From an optimization exercise on the open Yosys and OpenROAD flow, aimed at small area, a short achievable clock period and few clock cycles; shortcuts taken in it are not production practice. No activity file was given, so power comes from the tool's default toggle rates.

Design source_text_tokenizer_top, start of the top module:
module source_text_tokenizer_top (
  input  logic        clk_i,
  input  logic        rst_ni,
  input  logic        in_valid,
  output logic        in_ready,
  input  logic [7:0]  in_text_byte,
  input  logic        in_end_of_text,
  output logic        out_valid,
  input  logic        out_ready,
  output logic [5:0]  out_kind,
  output logic [23:0] out_start_offset,
  output logic [15:0] out_token_length,
  output logic [15:0] out_token_line,
  output logic [15:0] out_token_col,
  output logic [7:0]  out_string_byte,
  output logic        out_last
);
  logic       hv_q, sv_q;
  logic [7:0] hb_q, sb_q;
  logic       he_q, se_q;
  logic       take, go, done;
  assign in_ready = !sv_q;
  assign take = in_valid && !sv_q;
  assign go = hv_q && (!out_valid || out_ready);
  stt_core u_core (
    .clk_i, .rst_ni, .go_i(go), .out_ready_i(out_ready),
    .text_byte_i(hb_q), .end_of_text_i(he_q), .done_o(done),
    .out_valid_o(out_valid), .out_kind_o(out_kind), .out_off_o(out_start_offset),
    .out_len_o(out_token_length), .out_line_o(out_token_line), .out_col_o(out_token_col),
    .out_sb_o(out_string_byte), .out_last_o(out_last)
  );
  always_ff @(posedge clk_i or negedge rst_ni) begin
    if (!rst_ni) begin
      hv_q <= 1'b0; sv_q <= 1'b0;
    end else begin
      if (!hv_q || (go && done)) begin
        hv_q <= sv_q || take;
        sv_q <= sv_q && take;
      end else begin
        sv_q <= sv_q || take;
      end
    end
  end
  always_ff @(posedge clk_i) begin
    if (!hv_q || (go && done)) begin
      if (sv_q) begin
        hb_q <= sb_q; he_q <= se_q;
      end else if (take) begin
        hb_q <= in_text_byte; he_q <= in_end_of_text;
      end
    end
    if (take) begin
      sb_q <= in_text_byte; se_q <= in_end_of_text;
    end
  end
endmodule
export LEC_CHECK = 0
export CAP_MARGIN = 20
export CORE_MARGIN = 2
export CORE_UTILIZATION = 60
export PLACE_DENSITY = 0.7
export SLEW_MARGIN = 20
create_clock -name core_clock -period 9.0 [get_ports {clk_i}]
standard.sh (not shown) runs the stock make flow with config.mk's settings and CLKGATE_MAP_FILE= SYNTH_SCRIPT=/design/flow/synth_recipe.tcl, a recipe that flattens the netlist after the stock synthesis.
==> flow/flow/run.sh <==
#!/bin/bash
set -euo pipefail
export BUFFER_PORTS_ARGS="-buffer_cell sky130_fd_sc_hd__buf_1"
export CTS_ARGS="-sink_clustering_enable -repair_clock_nets -dont_use_dummy_load -buf_list sky130_fd_sc_hd__clkbuf_8 -sink_buffer_max_cap_derate 0.6"
export SETUP_SLACK_MARGIN=5.5
bash standard.sh > standard_flow.log 2>&1
==> next run, changes <==
--- a/flow/design.v
+++ b/flow/design.v
@@ -201,22 +201,21 @@
       ",":     single_kind = stt_pkg::KComma;
       ".":     single_kind = stt_pkg::KDot;
       "+":     single_kind = stt_pkg::KPlus;
       "-":     single_kind = stt_pkg::KMinus;
       "*":     single_kind = stt_pkg::KStar;
       default: begin single_kind = stt_pkg::KBadChar; is_single = 1'b0; end
     endcase
   end
   assign len_inc = (len_q != stt_pkg::LenMax) ? len_q + 16'd1 : len_q;
-  assign cur_off  = (adv_q && off_q != stt_pkg::OffMax) ? off_q + 24'd1 : off_q;
-  assign cur_line = (adv_q && lastlf_q && line_q != stt_pkg::PosMax) ? line_q + 16'd1 : line_q;
-  assign cur_col  = (adv_q && lastlf_q) ? 16'd1 :
-                    (adv_q && col_q != stt_pkg::PosMax) ? col_q + 16'd1 : col_q;
+  assign cur_off  = !adv_q ? 24'd0 : (off_q != stt_pkg::OffMax) ? off_q + 24'd1 : off_q;
+  assign cur_line = !adv_q ? 16'd1 : (lastlf_q && line_q != stt_pkg::PosMax) ? line_q + 16'd1 : line_q;
+  assign cur_col  = !adv_q || lastlf_q ? 16'd1 : (col_q != stt_pkg::PosMax) ? col_q + 16'd1 : col_q;
   stt_kw_match u_kw (
     .c_i(c), .len_i(len_q), .open_i(kw_open), .mask_i(kwm_q), .mask_o(kwm_d), .kind_o(kw_kind)
   );
   always_comb begin
     fall_res = 1'b1;
     fall_kind = single_kind;
     fall_len = 2'd1;
     if (eot) begin
       fall_kind = stt_pkg::KEnd; fall_len = 2'd0;
@@ -350,36 +349,37 @@
   assign advance = done_o && !eot && !halt_d && mode_q != stt_pkg::MEnded;
   logic [1:0]  pos_sel;
   assign pos_sel = close_res ? close_pos : stt_pkg::PosCur;
   logic p_load, p_from_last;
   assign p_load = (emit && pos_sel != stt_pkg::PosRun) || (open_run && !emit) || ppend_q;
   assign p_from_last = ppend_q || (mode_q == stt_pkg::MIdle && pend_q != stt_pkg::PNone);
   always_ff @(posedge clk_i or negedge rst_ni) begin
     if (!rst_ni) begin
       mode_q <= stt_pkg::MIdle; pend_q <= stt_pkg::PNone; halt_q <= 1'b0;
-      off_q <= '0; line_q <= 16'd1; col_q <= 16'd1; adv_q <= 1'b0;
-      ov_q <= 1'b0; ppend_q <= 1'b0; len_q <= '0;
+      adv_q <= 1'b0;
+      ov_q <= 1'b0; ppend_q <= 1'b0;
     end else begin
       if (go_i) ppend_q <= open_run && emit;
       if (go_i) begin
-        mode_q <= mode_d; pend_q <= pend_d; halt_q <= halt_d; len_q <= len_d;
-        if (advance) begin
-          off_q <= cur_off; line_q <= cur_line; col_q <= cur_col; adv_q <= 1'b1;
-        end
+        mode_q <= mode_d; pend_q <= pend_d; halt_q <= halt_d;
+        if (advance) adv_q <= 1'b1;
       end
       if (go_i) ov_q <= emit;
       else if (out_ready_i) ov_q <= 1'b0;
     end
   end
   always_ff @(posedge clk_i) begin
     if (go_i) begin
+      len_q <= len_d;
       kwm_q <= kwm_d;
-      if (advance) lastlf_q <= is_lf;
+      if (advance) begin
+        off_q <= cur_off; line_q <= cur_line; col_q <= cur_col; lastlf_q <= is_lf;
+      end
       if (p_load) begin
         p_off_q  <= p_from_last ? off_q  : cur_off;
         p_line_q <= p_from_last ? line_q : cur_line;
         p_col_q  <= p_from_last ? col_q  : cur_col;
       end
       if (emit) begin
         kind_q <= close_res ? close_kind : fall_kind;
         lsel_q <= close_res ? close_len : fall_len;
         sb_q <= sb;
After rerunning: Count of clock-buffer cells in the layout stays the same; cell count is about the same; die area goes up by 3.6%; setup slack gains 0.033 ns; power is lower by 43%; fmax went up by 0.95%; combinational power came out lower by 81%; worst hold slack improves by 0.037 ns; global-route usage shrinks by 2.3 points; cell area went down by 3.0%; synthesized area went up by 3.7%; non-clock buffer count falls by 34.
Function was not checked in any run of this note: the RTL went through the layout flow alone.

## afterwards: timing with drivers on the ports
The flow's constraints put no driver on any port. The routed layouts listed below were extracted and timed again, unchanged, in two steps.
Step 1 assumes that a clkbuf_16 drives the clock port and a buf_2 every other input.
Step 2 times the ports against the registers' clock, not the clock port: input delays grow and output delays shrink by t, the midpoint of the rising clock arrivals with the driver on.
a / b / c = ideal / step 1 / step 2; a / b = the first two.
run | t, ns | slack for setup (ns) | latest minus earliest clock arrival (ns) | slew at the worst register clock pin (ns) | cell pins on the clock port's net
the first run | 0.509 | 5.485 / 5.483 / 5.074 | 0.042 / 0.042 | 0.11 / 0.11 | 1
the second run | 0.503 | 5.518 / 5.518 / 5.151 | 0.034 / 0.034 | 0.11 / 0.11 | 1
After both steps setup and hold are still met in every run listed. For the first run, which loses most, drivers alone change the setup slack by -0.002 ns; drivers and shift together by -0.411 ns.
